From an optimization exercise on the open Yosys and OpenROAD flow, aimed at small area, a short achievable clock period and few clock cycles; shortcuts taken in it are not production practice. No run shown here included a check of the RTL's function; only the layout flow was run.

==> flow/design.v, too long to show whole: its modules and the start of the top module <==
// module iter_counter: 14 lines
// module jw_control: 16 lines
// module jw_step: 440 lines
// module jw_fa: 10 lines
// module jw_add: 11 lines
// module jw_ha: 9 lines
// module pixel_result: 15 lines
// module julia_worker: 146 lines
// module jw_start: 17 lines
// module jw_sure_escape: 17 lines
module julia_worker (
	input  logic               tb_clk,
	input  logic               rst,
	input  logic               start,
	input  logic [19:0]        pixel,   
	input  logic [43:0]        c,       
	input  logic               mc_busy,
	output logic               ready,
	output logic               done,
	output logic [63:0]        result   
);
  // ...
==> flow/run.sh <==
#!/bin/bash
# synth_recipe.tcl (not shown) runs the flow's synth.tcl, then flattens the netlist and writes it again
# the make line also repeats each setting of config.mk as NAME=value (left out here)
make -C /OpenROAD-flow-scripts/flow DESIGN_CONFIG=/design/flow/config.mk WORK_HOME=/design/flow/orfs CLKGATE_MAP_FILE= SYNTH_SCRIPT=/design/flow/synth_recipe.tcl finish
==> flow/config.mk <==
export PLATFORM = sky130hd
export DESIGN_NAME = julia_worker
export DESIGN_NICKNAME = julia_worker
export VERILOG_FILES = /design/flow/design.v
export SDC_FILE = /design/flow/constraint.sdc
export NUM_CORES = 4
export LEC_CHECK = 0
export CAP_MARGIN = 60
export CORE_MARGIN = 2
export CORE_UTILIZATION = 40
export SLEW_MARGIN = 60
export SYNTH_HIERARCHICAL = 1
export SYNTH_MINIMUM_KEEP_SIZE = 0
==> flow/constraint.sdc <==
create_clock -name core_clock -period 14.0 [get_ports {tb_clk}]
set_input_delay 2.8000 -clock core_clock [delete_from_list [all_inputs] [get_ports {tb_clk}]]
set_output_delay 2.8000 -clock core_clock [all_outputs]
set_load 0.01 [all_outputs]
==> summary.txt, run 1 <==
critical path's slowest cell: sky130_fd_sc_hd__or3_4
number of buffers inserted by post-CTS setup repair: 0
post-route DRC violation count: 0
met3 layer usage reported by global route: 0.0306
TritonCTS clock tree: built
final-layout clock buffer total: 18
Resized Gates After CTS: 0
final non-filler cell total: 2757
sort of element at the start of the critical path: flip-flop
metal2 WL: 24.3 mm
CP max FO: 76
count of antenna diodes in the layout: 0
most crowded layer after global routing: met2
# nets final: 2571
fraction of standard cell area in multi-input logic: 0.677
outcome: no timing/DRC/antenna violations
count of pins over their slew limit: 0
clock tree sinks: 155
Plain + repair buffers: 149
most common library cell in the layout ignoring fill and taps: sky130_fd_sc_hd__fa_1
final standard cell area without fillers: 22900 µm²
Iter 0 DRT Violations: 899
Sequential cell area: 4190 µm²
class of the worst hold path: flip-flop to flip-flop
==> module julia_worker, before the edit <==
module julia_worker (
	input  logic               tb_clk,
	input  logic               rst,
	input  logic               start,
	input  logic [19:0]        pixel,   
	input  logic [43:0]        c,       
	input  logic               mc_busy,
	output logic               ready,
	output logic               done,
	output logic [63:0]        result   
);
	logic        busy;
	logic        load;
	logic        tree_escaped;
	logic        periodic;
	logic [7:0]  count;
	logic [19:0] pix_q;
	logic [13:0] xr, xi, xr0, xi0;
	logic [1:0]  xr_top, xi_top;    
	logic        ovr, ovi;
	logic [15:0] nre, nim;
	logic [14:0] cre, cim, cre0, cim0;
	logic [27:0] z_seen;
	logic        waiting;     
	logic        w_dec;       
	logic        w_black;     
	logic        esc_q;       
	logic        per_q;       
	logic        res_free;
	logic        sure_esc;
	logic        stop;
	logic        late_stop;   
	logic        step;
	logic        transfer;
	logic [19:0] res_index;
	logic [19:0] pix_index;
	logic [7:0]  res_count;
	logic        res_black;
	jw_sure_escape u_sure (
		.xr       (xr),
		.xi       (xi),
		.ovr      (ovr),
		.ovi      (ovi),
		.sure_esc (sure_esc)
	);
	assign stop = late_stop | sure_esc;
	assign step = busy & ~waiting & ~stop;
	jw_control u_control (
		.rst      (rst),
		.start    (start),
		.mc_busy  (mc_busy),
		.busy     (busy),
		.waiting  (waiting),
		.done     (done),
		.stop     (stop),
		.ready    (ready),
		.load     (load),
		.res_free (res_free)
	);
	iter_counter u_counter (
		.tb_clk   (tb_clk),
		.load     (load),
		.step     (step),
		.count    (count)
	);
	assign transfer = busy & res_free & (waiting | stop);
	always_ff @(posedge tb_clk) begin
		if (rst) begin
			busy    <= 1'b0;
			waiting <= 1'b0;
			done    <= 1'b0;
			esc_q   <= 1'b0;
			per_q   <= 1'b0;
			late_stop <= 1'b0;
		end else begin
			busy    <= load | (busy & ~transfer);
			waiting <= busy & ~load & ~res_free & (waiting | stop);
			done    <= transfer | (done & mc_busy);
			esc_q   <= step & tree_escaped;
			per_q   <= step & periodic;
			late_stop <= step & (tree_escaped | periodic | (count == 8'(MAX_ITER - 1)));
		end
		if (~waiting) begin
			w_dec   <= esc_q;
			w_black <= ~esc_q & (per_q | (count == 8'(MAX_ITER)));
		end
	end
	always_ff @(posedge tb_clk) begin
		if (res_free) begin
			res_index <= pix_index;
			if (waiting) begin
				res_count <= w_dec ? count - 8'd1 : count;
				res_black <= w_black;
			end else begin
				res_count <= esc_q ? count - 8'd1 : count;
				res_black <= ~esc_q & (per_q | (count == 8'(MAX_ITER)));
			end
		end
	end
	jw_start u_start (
		.pixel (pixel),
		.c     (c),
		.xr    (xr0),
		.xi    (xi0),
		.cre   (cre0),
		.cim   (cim0)
	);
	jw_step u_step (
		.xr      (xr),
		.xi      (xi),
		.cre     (cre),
		.cim     (cim),
		.escaped (tree_escaped),
		.nre     (nre),
		.nim     (nim)
	);
	always_ff @(posedge tb_clk) begin
		if (count[3:0] == 4'd0) begin
			z_seen <= {xr, xi};
		end
	end
	assign periodic = (count != 8'd0) & ~ovr & ~ovi & ({xr, xi} == z_seen);
	assign ovr = {xr_top, xr[13]} != {3{xr[13]}};
	assign ovi = {xi_top, xi[13]} != {3{xi[13]}};
	always_ff @(posedge tb_clk) begin
		if (load) begin
			{xr_top, xr} <= {{2{xr0[13]}}, xr0};
			{xi_top, xi} <= {{2{xi0[13]}}, xi0};
		end else begin
			{xr_top, xr} <= nre;
			{xi_top, xi} <= nim;
		end
		if (load) begin
			cre   <= cre0;
			cim   <= cim0;
			pix_q <= pixel;
		end
	end
	assign pix_index = {pix_q[9:0], 9'd0} + {2'd0, pix_q[9:0], 7'd0} + 20'(pix_q[19:10]);
	pixel_result u_result (
		.index  (res_index),
		.count  (res_count),
		.black  (res_black),
		.result (result)
	);
endmodule
==> run 2, diff against run 1 <==
--- a/flow/design.v
+++ b/flow/design.v
@@ -57,30 +57,32 @@
 	output logic res_free
 );
 	assign ready    = ~busy | (stop & ~waiting & ~done);
 	assign load     = ready & start & ~rst;
 	assign res_free = ~done | ~mc_busy;
 endmodule
 `timescale 1ns/1ps
 module jw_step (
-	input  logic [13:0] xr,
-	input  logic [13:0] xi,
+	input  logic [13:0] nxr,      
+	input  logic [13:0] nxi,
 	input  logic [14:0] cre,
 	input  logic [14:0] cim,
 	output logic        escaped,
-	output logic [15:0] nre,
-	output logic [15:0] nim
+	output logic [15:0] nnre,     
+	output logic [15:0] nnim
 );
 	logic [27:0] ta_r0, ta_r1, tb_r0, tb_r1, tp_r0, tp_r1;
 	logic [11:0] ca_s, cb_s, cp_s;
 	logic        ca, cb, cp;
 	logic [16:0] te_r0, te_r1, esum;
 	logic [15:0] tr_r0, tr_r1;
 	logic [14:0] ti_r0, ti_r1;
+	logic [13:0] xr, xi;
+	logic [15:0] nre, nim;
 	logic [6:0]  bneg, bone, btwo;
 	logic [14:0] bpp0, bpp1, bpp2, bpp3, bpp4, bpp5, bpp6;
 	logic [14:0] yb, xs1, xs2;
 	logic tas1, tac1, tas2, tac2, tas3, tac3, tas4, tac4, tas5, tac5, tas6, tac6, tas7, tac7, tas8, tac8;
 	logic tas9, tac9, tas10, tac10, tas11, tac11, tas12, tac12, tas13, tac13, tas14, tac14, tas15, tac15, tas16, tac16;
 	logic tas17, tac17, tas18, tac18, tas19, tac19, tas20, tac20, tas21, tac21, tas22, tac22, tas23, tac23, tas24, tac24;
 	logic tas25, tac25, tas26, tac26, tas27, tac27, tas28, tac28, tas29, tac29, tas30, tac30, tas31, tac31, tas32, tac32;
 	logic tas33, tac33, tas34, tac34, tas35, tac35, tas36, tac36, tas37, tac37, tas38, tac38, tas39, tac39, tas40, tac40;
@@ -115,16 +117,18 @@
 	logic tes266, trs267, trc267, trs268, trc268, trs269, trc269, trs270, trc270, trs271, trc271, trs272, trc272, trs273, trc273, trs274;
 	logic trc274, trs275, trc275, trs276, trc276, trs277, trc277, trs278, trc278, trs279, trc279, trs280, trc280, trs281, trc281, trs282;
 	logic trc282, trs283, trc283, trs284, trc284, trs285, trc285, trs286, trc286, trs287, trc287, trs288, trc288, trs289, trc289, trs290;
 	logic trc290, trs291, trc291, trs292, trc292, trs293, trc293, trs294, trc294, trs295, trc295, trs296, trc296, trs297, trc297, trs298;
 	logic trc298, trs299, trc299, trs300, trc300, trs301, trc301, trs302, trc302, trs303, trc303, trs304, trc304, trs305, trc305, trs306;
 	logic trc306, trs307, trc307, trs308, trc308, trs309, trc309, trs310, trc310, trs311, trc311, trs312, trs313, trs314, tis315, tic315;
 	logic tis316, tic316, tis317, tic317, tis318, tic318, tis319, tic319, tis320, tic320, tis321, tic321, tis322, tic322, tis323, tic323;
 	logic tis324, tic324, tis325, tic325, tis326, tic326, tis327, tic327, tis328, tic328, tis329;
+	assign xr = ~nxr;
+	assign xi = ~nxi;
 	assign yb  = {xr, 1'b0};
 	assign xs1 = {xi[13], xi};
 	assign xs2 = {xi, 1'b0};
 	assign bneg[0] = yb[2];
 	assign bone[0] = yb[1] ^ yb[0];
 	assign btwo[0] = (yb[2] & ~yb[1] & ~yb[0]) | (~yb[2] & yb[1] & yb[0]);
 	assign bpp0 = (({15{bone[0]}} & xs1) | ({15{btwo[0]}} & xs2)) ^ {15{bneg[0]}};
 	assign bneg[1] = yb[4];
@@ -146,19 +150,22 @@
 	assign bneg[5] = yb[12];
 	assign bone[5] = yb[11] ^ yb[10];
 	assign btwo[5] = (yb[12] & ~yb[11] & ~yb[10]) | (~yb[12] & yb[11] & yb[10]);
 	assign bpp5 = (({15{bone[5]}} & xs1) | ({15{btwo[5]}} & xs2)) ^ {15{bneg[5]}};
 	assign bneg[6] = yb[14];
 	assign bone[6] = yb[13] ^ yb[12];
 	assign btwo[6] = (yb[14] & ~yb[13] & ~yb[12]) | (~yb[14] & yb[13] & yb[12]);
 	assign bpp6 = (({15{bone[6]}} & xs1) | ({15{btwo[6]}} & xs2)) ^ {15{bneg[6]}};
-	jw_add #(.W(11)) u_ca (.a(ta_r0[10:0]), .b(ta_r1[10:0]), .ci(1'b0), .s(ca_s[10:0]), .co(ca));
-	jw_add #(.W(11)) u_cb (.a(tb_r0[10:0]), .b(tb_r1[10:0]), .ci(1'b0), .s(cb_s[10:0]), .co(cb));
-	jw_add #(.W(11)) u_cp (.a(tp_r0[10:0]), .b(tp_r1[10:0]), .ci(1'b0), .s(cp_s[10:0]), .co(cp));
+	assign ca_s = {1'b0, ta_r0[10:0]} + {1'b0, ta_r1[10:0]};
+	assign cb_s = {1'b0, tb_r0[10:0]} + {1'b0, tb_r1[10:0]};
+	assign cp_s = {1'b0, tp_r0[10:0]} + {1'b0, tp_r1[10:0]};
+	assign ca = ca_s[11];
+	assign cb = cb_s[11];
+	assign cp = cp_s[11];
 	jw_ha u_ta1 (.a(xr[2]), .b((xr[0] & xr[3])), .s(tas1), .co(tac1));
 	jw_ha u_ta2 (.a((xr[0] & xr[4])), .b((xr[1] & xr[3])), .s(tas2), .co(tac2));
 	jw_fa u_ta3 (.a(xr[3]), .b((xr[0] & xr[5])), .c((xr[1] & xr[4])), .s(tas3), .co(tac3));
 	jw_ha u_ta4 (.a((xr[2] & xr[3])), .b(tac2), .s(tas4), .co(tac4));
 	jw_fa u_ta5 (.a((xr[0] & xr[6])), .b((xr[1] & xr[5])), .c((xr[2] & xr[4])), .s(tas5), .co(tac5));
 	jw_ha u_ta6 (.a(tac3), .b(tac4), .s(tas6), .co(tac6));
 	jw_fa u_ta7 (.a(xr[4]), .b((xr[0] & xr[7])), .c((xr[1] & xr[6])), .s(tas7), .co(tac7));
 	jw_fa u_ta8 (.a((xr[2] & xr[5])), .b((xr[3] & xr[4])), .c(tac5), .s(tas8), .co(tac8));
@@ -184,17 +191,17 @@
 	jw_fa u_ta28 (.a(tac21), .b(tac22), .c(tas26), .s(tas28), .co(tac28));
 	jw_fa u_ta29 (.a(tas27), .b(tac23), .c(tas28), .s(tas29), .co(tac29));
 	jw_ha u_ta30 (.a(tac24), .b(tas29), .s(tas30), .co(tac30));
 	jw_fa u_ta31 (.a(1'b1), .b(xr[7]), .c((xr[1] & xr[12])), .s(tas31), .co(tac31));
 	jw_fa u_ta32 (.a((xr[2] & xr[11])), .b((xr[3] & xr[10])), .c((xr[4] & xr[9])), .s(tas32), .co(tac32));
 	jw_fa u_ta33 (.a((xr[5] & xr[8])), .b((xr[6] & xr[7])), .c(~(xr[13] & xr[0])), .s(tas33), .co(tac33));
 	jw_fa u_ta34 (.a(tac26), .b(tac27), .c(tas31), .s(tas34), .co(tac34));
 	jw_fa u_ta35 (.a(tas32), .b(tas33), .c(tac28), .s(tas35), .co(tac35));
-	jw_fa u_ta36 (.a(tas34), .b(tas35), .c(tac29), .s(tas36), .co(tac36));
+	jw_fa u_ta36 (.a(tas34), .b(tac29), .c(tas35), .s(tas36), .co(tac36));
 	jw_fa u_ta37 (.a((xr[2] & xr[12])), .b((xr[3] & xr[11])), .c((xr[4] & xr[10])), .s(tas37), .co(tac37));
 	jw_fa u_ta38 (.a((xr[5] & xr[9])), .b((xr[6] & xr[8])), .c(~(xr[13] & xr[1])), .s(tas38), .co(tac38));
 	jw_fa u_ta39 (.a(tac31), .b(tac32), .c(tac33), .s(tas39), .co(tac39));
 	jw_fa u_ta40 (.a(tas37), .b(tas38), .c(tac34), .s(tas40), .co(tac40));
 	jw_fa u_ta41 (.a(tas39), .b(tac35), .c(tas40), .s(tas41), .co(tac41));
 	jw_fa u_ta42 (.a(xr[8]), .b((xr[3] & xr[12])), .c((xr[4] & xr[11])), .s(tas42), .co(tac42));
 	jw_fa u_ta43 (.a((xr[5] & xr[10])), .b((xr[6] & xr[9])), .c((xr[7] & xr[8])), .s(tas43), .co(tac43));
 	jw_fa u_ta44 (.a(~(xr[13] & xr[2])), .b(tac37), .c(tac38), .s(tas44), .co(tac44));
@@ -252,17 +259,17 @@
 	jw_fa u_tb94 (.a(tbc87), .b(tbc88), .c(tbs92), .s(tbs94), .co(tbc94));
 	jw_fa u_tb95 (.a(tbs93), .b(tbc89), .c(tbs94), .s(tbs95), .co(tbc95));
 	jw_ha u_tb96 (.a(tbc90), .b(tbs95), .s(tbs96), .co(tbc96));
 	jw_fa u_tb97 (.a(1'b1), .b(xi[7]), .c((xi[1] & xi[12])), .s(tbs97), .co(tbc97));
 	jw_fa u_tb98 (.a((xi[2] & xi[11])), .b((xi[3] & xi[10])), .c((xi[4] & xi[9])), .s(tbs98), .co(tbc98));
 	jw_fa u_tb99 (.a((xi[5] & xi[8])), .b((xi[6] & xi[7])), .c(~(xi[13] & xi[0])), .s(tbs99), .co(tbc99));
 	jw_fa u_tb100 (.a(tbc92), .b(tbc93), .c(tbs97), .s(tbs100), .co(tbc100));
 	jw_fa u_tb101 (.a(tbs98), .b(tbs99), .c(tbc94), .s(tbs101), .co(tbc101));
-	jw_fa u_tb102 (.a(tbs100), .b(tbs101), .c(tbc95), .s(tbs102), .co(tbc102));
+	jw_fa u_tb102 (.a(tbs100), .b(tbc95), .c(tbs101), .s(tbs102), .co(tbc102));
 	jw_fa u_tb103 (.a((xi[2] & xi[12])), .b((xi[3] & xi[11])), .c((xi[4] & xi[10])), .s(tbs103), .co(tbc103));
 	jw_fa u_tb104 (.a((xi[5] & xi[9])), .b((xi[6] & xi[8])), .c(~(xi[13] & xi[1])), .s(tbs104), .co(tbc104));
 	jw_fa u_tb105 (.a(tbc97), .b(tbc98), .c(tbc99), .s(tbs105), .co(tbc105));
 	jw_fa u_tb106 (.a(tbs103), .b(tbs104), .c(tbc100), .s(tbs106), .co(tbc106));
 	jw_fa u_tb107 (.a(tbs105), .b(tbc101), .c(tbs106), .s(tbs107), .co(tbc107));
 	jw_fa u_tb108 (.a(xi[8]), .b((xi[3] & xi[12])), .c((xi[4] & xi[11])), .s(tbs108), .co(tbc108));
 	jw_fa u_tb109 (.a((xi[5] & xi[10])), .b((xi[6] & xi[9])), .c((xi[7] & xi[8])), .s(tbs109), .co(tbc109));
 	jw_fa u_tb110 (.a(~(xi[13] & xi[2])), .b(tbc103), .c(tbc104), .s(tbs110), .co(tbc110));
@@ -410,17 +417,17 @@
 	jw_fa u_te248 (.a(tes246), .b(tec244), .c(tes247), .s(tes248), .co(tec248));
 	jw_fa u_te249 (.a(1'b1), .b(ta_r0[22]), .c(ta_r1[22]), .s(tes249), .co(tec249));
 	jw_fa u_te250 (.a(tb_r0[22]), .b(tb_r1[22]), .c(tec246), .s(tes250), .co(tec250));
 	jw_fa u_te251 (.a(tes249), .b(tec247), .c(tes250), .s(tes251), .co(tec251));
 	jw_fa u_te252 (.a(1'b1), .b(ta_r0[23]), .c(ta_r1[23]), .s(tes252), .co(tec252));
 	jw_fa u_te253 (.a(tb_r0[23]), .b(tb_r1[23]), .c(tes252), .s(tes253), .co(tec253));
 	jw_fa u_te254 (.a(tec249), .b(tes253), .c(tec250), .s(tes254), .co(tec254));
 	jw_fa u_te255 (.a(ta_r0[24]), .b(ta_r1[24]), .c(tb_r0[24]), .s(tes255), .co(tec255));
-	jw_fa u_te256 (.a(tb_r1[24]), .b(tes255), .c(tec252), .s(tes256), .co(tec256));
+	jw_fa u_te256 (.a(tb_r1[24]), .b(tec252), .c(tes255), .s(tes256), .co(tec256));
 	jw_ha u_te257 (.a(tec253), .b(tes256), .s(tes257), .co(tec257));
 	jw_fa u_te258 (.a(1'b1), .b(ta_r0[25]), .c(ta_r1[25]), .s(tes258), .co(tec258));
 	jw_fa u_te259 (.a(tb_r0[25]), .b(tb_r1[25]), .c(tes258), .s(tes259), .co(tec259));
 	jw_fa u_te260 (.a(tec255), .b(tes259), .c(tec256), .s(tes260), .co(tec260));
 	jw_fa u_te261 (.a(1'b1), .b(ta_r0[26]), .c(ta_r1[26]), .s(tes261), .co(tec261));
 	jw_fa u_te262 (.a(tb_r0[26]), .b(tb_r1[26]), .c(tes261), .s(tes262), .co(tec262));
 	jw_fa u_te263 (.a(tec258), .b(tes262), .c(tec259), .s(tes263), .co(tec263));
 	assign tes264 = 1'b1 ^ ta_r0[27] ^ ta_r1[27];
@@ -463,18 +470,18 @@
 	jw_fa u_tr299 (.a(trs297), .b(trc295), .c(trs298), .s(trs299), .co(trc299));
 	jw_fa u_tr300 (.a(cre[11]), .b(ta_r0[22]), .c(ta_r1[22]), .s(trs300), .co(trc300));
 	jw_fa u_tr301 (.a(~tb_r0[22]), .b(~tb_r1[22]), .c(trc297), .s(trs301), .co(trc301));
 	jw_fa u_tr302 (.a(trs300), .b(trc298), .c(trs301), .s(trs302), .co(trc302));
 	jw_fa u_tr303 (.a(cre[12]), .b(ta_r0[23]), .c(ta_r1[23]), .s(trs303), .co(trc303));
 	jw_fa u_tr304 (.a(~tb_r0[23]), .b(~tb_r1[23]), .c(trs303), .s(trs304), .co(trc304));
 	jw_fa u_tr305 (.a(trc300), .b(trs304), .c(trc301), .s(trs305), .co(trc305));
 	jw_fa u_tr306 (.a(cre[13]), .b(ta_r0[24]), .c(ta_r1[24]), .s(trs306), .co(trc306));
-	jw_fa u_tr307 (.a(~tb_r0[24]), .b(~tb_r1[24]), .c(trs306), .s(trs307), .co(trc307));
-	jw_fa u_tr308 (.a(trc303), .b(trc304), .c(trs307), .s(trs308), .co(trc308));
+	jw_fa u_tr307 (.a(~tb_r0[24]), .b(~tb_r1[24]), .c(trc303), .s(trs307), .co(trc307));
+	jw_fa u_tr308 (.a(trs306), .b(trc304), .c(trs307), .s(trs308), .co(trc308));
 	jw_fa u_tr309 (.a(cre[14]), .b(ta_r0[25]), .c(ta_r1[25]), .s(trs309), .co(trc309));
 	jw_fa u_tr310 (.a(~tb_r0[25]), .b(~tb_r1[25]), .c(trs309), .s(trs310), .co(trc310));
 	jw_fa u_tr311 (.a(trc306), .b(trs310), .c(trc307), .s(trs311), .co(trc311));
 	assign trs312 = cre[14] ^ ta_r0[26] ^ ta_r1[26];
 	assign trs313 = ~tb_r0[26] ^ ~tb_r1[26] ^ trs312;
 	assign trs314 = trc309 ^ trs313 ^ trc310;
 	assign tr_r0 = {trc311, trc308, trc305, trc302, trc299, trc296, trc293, trc290, trc287, trc284, trc281, trc278, trc275, trs274, trs271, ~cb};
 	assign tr_r1 = {trs314, trs311, trs308, trs305, trs302, trs299, trs296, trs293, trs290, trs287, trs284, trs281, trs278, trs275, trs272, trs269};
@@ -490,43 +497,33 @@
 	jw_fa u_ti324 (.a(cim[10]), .b(tp_r0[20]), .c(tp_r1[20]), .s(tis324), .co(tic324));
 	jw_fa u_ti325 (.a(cim[11]), .b(tp_r0[21]), .c(tp_r1[21]), .s(tis325), .co(tic325));
 	jw_fa u_ti326 (.a(cim[12]), .b(tp_r0[22]), .c(tp_r1[22]), .s(tis326), .co(tic326));
 	jw_fa u_ti327 (.a(cim[13]), .b(tp_r0[23]), .c(tp_r1[23]), .s(tis327), .co(tic327));
 	jw_fa u_ti328 (.a(cim[14]), .b(tp_r0[24]), .c(tp_r1[24]), .s(tis328), .co(tic328));
 	assign tis329 = cim[14] ^ tp_r0[25] ^ tp_r1[25];
 	assign ti_r0 = {tic328, tic327, tic326, tic325, tic324, tic323, tic322, tic321, tic320, tic319, tic318, tic317, tic316, tic315, tp_r1[11]};
 	assign ti_r1 = {tis329, tis328, tis327, tis326, tis325, tis324, tis323, tis322, tis321, tis320, tis319, tis318, tis317, tis316, tis315};
-	jw_add #(.W(17)) u_esum (.a(te_r0), .b(te_r1), .ci(ca), .s(esum), .co());
+	assign esum = te_r0 + te_r1 + ca;
 	assign escaped = ~esum[16];
-	jw_add #(.W(16)) u_nre (.a(tr_r0), .b(tr_r1), .ci(ca), .s(nre), .co());
-	jw_add #(.W(15)) u_nim (.a(ti_r0), .b(ti_r1), .ci(cp), .s(nim[15:1]), .co());
-	assign nim[0] = cim[0];
+	assign nre = tr_r0 + tr_r1 + ca;
+	assign nim = {ti_r0 + ti_r1 + cp, cim[0]};
+	assign nnre = ~nre;
+	assign nnim = ~nim;
 endmodule
 module jw_fa (
 	input  logic a,
 	input  logic b,
 	input  logic c,
 	output logic s,
 	output logic co
 );
 	assign s  = a ^ b ^ c;
 	assign co = (a & b) | (a & c) | (b & c);
 endmodule
-module jw_add #(
-	parameter int W = 16
-) (
-	input  logic [W-1:0] a,
-	input  logic [W-1:0] b,
-	input  logic         ci,
-	output logic [W-1:0] s,
-	output logic         co
-);
-	assign {co, s} = a + b + ci;
-endmodule
 module jw_ha (
 	input  logic a,
 	input  logic b,
 	output logic s,
 	output logic co
 );
 	assign s  = a ^ b;
 	assign co = a & b;
@@ -562,45 +559,44 @@
 	output logic [63:0]        result   
 );
 	logic        busy;
 	logic        load;
 	logic        tree_escaped;
 	logic        periodic;
 	logic [7:0]  count;
 	logic [19:0] pix_q;
-	logic [13:0] xr, xi, xr0, xi0;
+	logic [13:0] xr, xi, xr0, xi0;    
 	logic [1:0]  xr_top, xi_top;    
 	logic        ovr, ovi;
-	logic [15:0] nre, nim;
+	logic [15:0] nnre, nnim;          
 	logic [14:0] cre, cim, cre0, cim0;
 	logic [27:0] z_seen;
 	logic        waiting;     
 	logic        w_dec;       
 	logic        w_black;     
 	logic        esc_q;       
 	logic        per_q;       
 	logic        res_free;
 	logic        sure_esc;
 	logic        stop;
-	logic        late_stop;   
 	logic        step;
 	logic        transfer;
 	logic [19:0] res_index;
 	logic [19:0] pix_index;
 	logic [7:0]  res_count;
 	logic        res_black;
 	jw_sure_escape u_sure (
 		.xr       (xr),
 		.xi       (xi),
 		.ovr      (ovr),
 		.ovi      (ovi),
 		.sure_esc (sure_esc)
 	);
-	assign stop = late_stop | sure_esc;
+	assign stop = esc_q | per_q | sure_esc | (count == 8'(MAX_ITER));
 	assign step = busy & ~waiting & ~stop;
 	jw_control u_control (
 		.rst      (rst),
 		.start    (start),
 		.mc_busy  (mc_busy),
 		.busy     (busy),
 		.waiting  (waiting),
 		.done     (done),
@@ -618,24 +614,22 @@
 	assign transfer = busy & res_free & (waiting | stop);
 	always_ff @(posedge tb_clk) begin
 		if (rst) begin
 			busy    <= 1'b0;
 			waiting <= 1'b0;
 			done    <= 1'b0;
 			esc_q   <= 1'b0;
 			per_q   <= 1'b0;
-			late_stop <= 1'b0;
 		end else begin
 			busy    <= load | (busy & ~transfer);
 			waiting <= busy & ~load & ~res_free & (waiting | stop);
 			done    <= transfer | (done & mc_busy);
 			esc_q   <= step & tree_escaped;
 			per_q   <= step & periodic;
-			late_stop <= step & (tree_escaped | periodic | (count == 8'(MAX_ITER - 1)));
 		end
 		if (~waiting) begin
 			w_dec   <= esc_q;
 			w_black <= ~esc_q & (per_q | (count == 8'(MAX_ITER)));
 		end
 	end
 	always_ff @(posedge tb_clk) begin
 		if (res_free) begin
@@ -653,39 +647,39 @@
 		.pixel (pixel),
 		.c     (c),
 		.xr    (xr0),
 		.xi    (xi0),
 		.cre   (cre0),
 		.cim   (cim0)
 	);
 	jw_step u_step (
-		.xr      (xr),
-		.xi      (xi),
+		.nxr     (xr),
+		.nxi     (xi),
 		.cre     (cre),
 		.cim     (cim),
 		.escaped (tree_escaped),
-		.nre     (nre),
-		.nim     (nim)
+		.nnre    (nnre),
+		.nnim    (nnim)
 	);
 	always_ff @(posedge tb_clk) begin
 		if (count[3:0] == 4'd0) begin
 			z_seen <= {xr, xi};
 		end
 	end
 	assign periodic = (count != 8'd0) & ~ovr & ~ovi & ({xr, xi} == z_seen);
 	assign ovr = {xr_top, xr[13]} != {3{xr[13]}};
 	assign ovi = {xi_top, xi[13]} != {3{xi[13]}};
 	always_ff @(posedge tb_clk) begin
 		if (load) begin
-			{xr_top, xr} <= {{2{xr0[13]}}, xr0};
-			{xi_top, xi} <= {{2{xi0[13]}}, xi0};
+			{xr_top, xr} <= ~{{2{xr0[13]}}, xr0};
+			{xi_top, xi} <= ~{{2{xi0[13]}}, xi0};
 		end else begin
-			{xr_top, xr} <= nre;
-			{xi_top, xi} <= nim;
+			{xr_top, xr} <= nnre;
+			{xi_top, xi} <= nnim;
 		end
 		if (load) begin
 			cre   <= cre0;
 			cim   <= cim0;
 			pix_q <= pixel;
 		end
 	end
 	assign pix_index = {pix_q[9:0], 9'd0} + {2'd0, pix_q[9:0], 7'd0} + 20'(pix_q[19:10]);
==> run 2 against run 1 <==
Against the previous run:
- utilization up 0.67 points
- still clean on timing, DRC and antenna
- worst setup slack worse by 590 ps
- synthesized area down 10%
- routed wire length down 8.6%
- clock skew up 1.6 ps
- sequential share of layout area up 1.6 points
- synthesized cell count down 14%
- register-to-register slack worse by 720 ps
- critical path type is now flip-flop to flip-flop
==> summary.txt, run 2 <==
number of optimization iterations in the first detailed-route pass: 5 (unchanged)
CTS HTree Levels: 4 (unchanged)
setup repair after global routing missed its margin: no (unchanged)
number of storage elements in the synthesis netlist: 154
warnings from Yosys: 10 (unchanged)
standard-cell rows: 79 (was 83)
Clk Latency, worst-skew pair: 470 ps (was 450 ps)
antenna violation net count after detailed routing: 0 (unchanged)
critical path's slowest cell: sky130_fd_sc_hd__fa_1 (was sky130_fd_sc_hd__or3_4)
Resized Gates After CTS: 0 (unchanged)
number of antenna violations at the first check in global routing: 0 (unchanged)
Num CTS Buffers: 17 (unchanged)
average wire per cell in the routed design: 19.1 µm (was 18.5 µm)
TritonCTS clock tree: built (unchanged)
crit-path cells: buf_4 > inv_1 > fa_1 > fa_1 > ha_1 > ha_1 > fa_1 > ha_1 > fa_1 > fa_1 > ha_1 > nand3_1 > o211ai_1 > a31oi_1 > o31ai_1 > a41o_1 > a211o_1 > inv_1 > o21ai_0 (was clkbuf_8 > or3_4 > nor4_2 > a41oi_1 > o21ai_1 > nand4_1 > or2_2 > or3b_1 > nand2_1 > clkdlybuf4s50_1)
pin count of the biggest net entering global routing: 53 (was 77)
arrival time at the worst endpoint: 7110 ps (was 3380 ps)
width of the chip: 221 µm (was 233 µm)
share of the cycle needed by the critical path after routing: 0.484 (was 0.442)
worst slew margin relative to its limit: 0.594 (was 0.619)
proportion of synthesized flip-flops having asynchronous set or reset: 0
vias in the first global route: 13500 (was 15000)
die extent in y: 221 µm (was 233 µm)
count of pins over their slew limit: 0 (unchanged)
dominant cell by count in the synthesized netlist: sky130_fd_sc_hd__fa_1
post-route DRC violation count: 0 (unchanged)
Post-Syn Area: 18800 µm² (was 21000 µm²)
CP max FO: 32 (was 76)
# nets final: 2318 (was 2571)
maximum clock frequency: 0.148 GHz (was 0.162 GHz)
final WL: 46.7 mm (was 51.0 mm)
fraction of synthesized cell area taken by the top area cell type: 0.305
slew at the pin closest to its max-slew limit: 602 ps (was 571 ps)
sort of element at the start of the critical path: flip-flop (unchanged)
post-synthesis cell count: 1778 (was 2060)
Hold Violations, Final: 0 (unchanged)
primary flip-flop cell chosen by synthesis mapping: sky130_fd_sc_hd__edfxtp_1
synthesis-to-layout area growth: 11.5% (was 9.15%)
count of buffering cells on the critical path with inverters included: 3 (was 2)
Clock transition at path regs: 80 ps (was 70 ps)
most frequent cell on the critical path: sky130_fd_sc_hd__fa_1
final core occ: 0.451 (was 0.444)
critical path required time: 14330 ps (was 11200 ps)
clock tree sinks: 154 (was 155)
hpwl dp: 34.9 mm (was 36.3 mm)
longest individual stage delay on the worst path: 660 ps (was 490 ps)
core box area: 46500 µm² (was 51500 µm²)
count of buffers inserted at the top-level ports: 113 (unchanged)
most common library cell in the layout ignoring fill and taps: sky130_fd_sc_hd__fa_1 (unchanged)
Post-CTS Hold Buffers: 0 (unchanged)
number of enable flip-flop cells after synthesis: 108
vias per inst: 5.32 (was 5.37)
reported max-cap violation count: 0 (unchanged)
Biggest register: z_seen (unchanged)
class of the worst hold path: flip-flop to flip-flop (unchanged)
number of primary I/O pins: 134 (unchanged)
final-layout setup total negative slack: 0 ps (unchanged)
element type at the critical path end: flip-flop (was output port)
Final Worst Setup Slack: 7230 ps (was 7820 ps)
average size of a mapped cell: 10.6 µm² (was 10.2 µm²)
via count: 13000 (was 14800)
first-pass GRT wire length: 74.0 mm (was 82.2 mm)
final critical-path required period: 6770 ps (was 6180 ps)
overall global routing resource usage: 0.201 (was 0.193)
worst slack after detailed placement: 7380 ps (was 7890 ps)
initial standard-cell utilization of the core: 0.404 (was 0.407)
top cells by instance count after synthesis: sky130_fd_sc_hd__fa_1 (286), sky130_fd_sc_hd__nor2_1 (208), sky130_fd_sc_hd__xnor2_1 (166)
worst clock skew: 14.0 ps (was 12.4 ps)
register area share after synthesis: 0.222
fillers: 4340 (was 4868)
outcome: no timing/DRC/antenna violations (unchanged)
most area-consuming cells after synthesis: sky130_fd_sc_hd__fa_1 (30%), sky130_fd_sc_hd__edfxtp_1 (17%), sky130_fd_sc_hd__ha_1 (9.3%)
cell accounting for the most synthesized area: sky130_fd_sc_hd__fa_1
gp weighted congestion: 0.856 (was 0.836)
top cell family by delay on the critical path: adder cells (was simple AND/OR/NAND/NOR gates)
Die ar.: 48700 µm² (was 54200 µm²)
unique cell type count in the Yosys netlist: 71
leading cell types in the layout, fill and taps excluded: sky130_fd_sc_hd__fa_1 (286), sky130_fd_sc_hd__nor2_1 (207), sky130_fd_sc_hd__xnor2_1 (166), sky130_fd_sc_hd__ha_1 (139), sky130_fd_sc_hd__inv_1 (121) (was sky130_fd_sc_hd__fa_1 (291), sky130_fd_sc_hd__nand2_1 (173), sky130_fd_sc_hd__and2_1 (155), sky130_fd_sc_hd__ha_1 (142), sky130_fd_sc_hd__a21oi_1 (133))
number of buffers inserted by post-CTS setup repair: 0 (unchanged)
root cell of the clock tree: sky130_fd_sc_hd__clkbuf_16 (unchanged)
biggest regs: z_seen x28, pix_q x20, res_index x20 (unchanged)
overflow left after global routing: 0 (unchanged)
Final setup violation count: 0 (unchanged)
kind of critical path: flip-flop to flip-flop (was flip-flop to output port)
max reg flops: 28 (unchanged)
buffer levels on the longest clock path: 2 (unchanged)
Iter 0 DRT Violations: 875 (was 899)
count of antenna diodes in the layout: 0 (unchanged)
layout cell share with drive strength beyond 1: 0.0637 (was 0.0799)
run 2: logic make-up after synthesis:
family,Yosys count,share of synthesized area
fa+ha+maj,425,0.397
buf+inv,286,0.0726
xor+xnor,198,0.0923
simple gates,404,0.105
compound gates,279,0.0952
flops,154,0.222
mux,28,0.0149
other cells,4,0.000799
run 2: per-stage QoR:
stage | hold slack (ps) | instance area (µm²) | instances
2_1_floorplan | 400 | 19000 | 1825
3_3_place_gp | 403 | 20200 | 2410
3_5_place_dp | 407 | 20300 | 2411
4_1_cts | 425 | 20900 | 2443
5_1_grt | 429 | 20900 | 2445
6_report | 422 | 20900 | 2445
run 2: final timing paths:
check	start	end	slack, ps	cells after the start
worst max-delay path	xr[5]$_DFF_P_	xr[13]$_DFF_P_	7230	19
worst min-delay path	pix_q[10]$_DFFE_PP_	res_index[0]$_DFFE_PP_	420	0
worst max register to register	xr[5]$_DFF_P_	xr[13]$_DFF_P_	7230	19
worst min register to register	pix_q[10]$_DFFE_PP_	res_index[0]$_DFFE_PP_	420	0
run 2: layer usage:
metal  vias up  track usage  wire length, µm
li1       5975            -                -
met1      6558        0.263            20100
met2       400        0.332            22600
met3        67       0.0287             2530
met4         0       0.0856             1440
met5         -            0                0
run 2: worst register-to-register path, cell delays in order, from the launching register on:
cell                       delay, ps
sky130_fd_sc_hd__dfxtp_1         320
sky130_fd_sc_hd__buf_4           420
sky130_fd_sc_hd__inv_1           450
sky130_fd_sc_hd__fa_1            660
sky130_fd_sc_hd__fa_1            420
sky130_fd_sc_hd__ha_1            220
sky130_fd_sc_hd__ha_1            340
sky130_fd_sc_hd__fa_1            500
sky130_fd_sc_hd__ha_1            220
sky130_fd_sc_hd__fa_1            410
sky130_fd_sc_hd__fa_1            440
sky130_fd_sc_hd__ha_1            380
sky130_fd_sc_hd__nand3_1         100
sky130_fd_sc_hd__o211ai_1        300
sky130_fd_sc_hd__a31oi_1         220
sky130_fd_sc_hd__o31ai_1         500
sky130_fd_sc_hd__a41o_1          250
sky130_fd_sc_hd__a211o_1         100
sky130_fd_sc_hd__inv_1            40
sky130_fd_sc_hd__o21ai_0         350
run 2: final cells by class:
cell class | count | area, µm² | share of cell area
multi-input cells | 1385 | 13500 | 0.646
inverters | 123 | 462 | 0.0221
flip-flops and latches | 154 | 4180 | 0.200
clock inverters | 15 | 193 | 0.00920
well taps | 607 | 759 | 0.0363
clock buffers | 17 | 425 | 0.0203
repair buffers | 144 | 1390 | 0.0663
run 2: modules after synthesis, one instance, submodules excluded, a selection:
module          times used  flops+latches  cells  cell area (µm²)
julia_worker             1            146    380             5710
jw_step                  1              0    834             5130
pixel_result             1              0     67              474
iter_counter             1              8     37              339
jw_sure_escape           1              0     39              259
jw_control               1              0      5             31.3
jw_fa                  280              0      1             20.0
jw_ha                   42              0      1             12.5

-- what the ideal ports hide --
No port has a modelled driver above. Below, the same layouts with a new extraction and two added sets of constraints. Step 1: set_driving_cell puts a clkbuf_16 on tb_clk and a buf_2 on each other input, an assumption about the parent block. Step 2 times the ports against the registers' clock, not the clock port: input delays grow and output delays shrink by t, the midpoint of the rising clock arrivals with the driver on. Slacks: no drivers / after step 1 / after step 2; pairs: no drivers / after step 1.
run | shift t [ns] | setup slack, ns | worst setup path after step 2 | latest minus earliest clock arrival (ns) | pins driven straight from the clock port
run 1 | 0.497 | 7.816 / 7.764 / 7.945 | register to register | 0.014 / 0.014 | 1
run 2 | 0.517 | 7.227 / 7.227 / 7.227 | register to register | 0.014 / 0.014 | 1
After both steps every run listed still meets setup and hold.
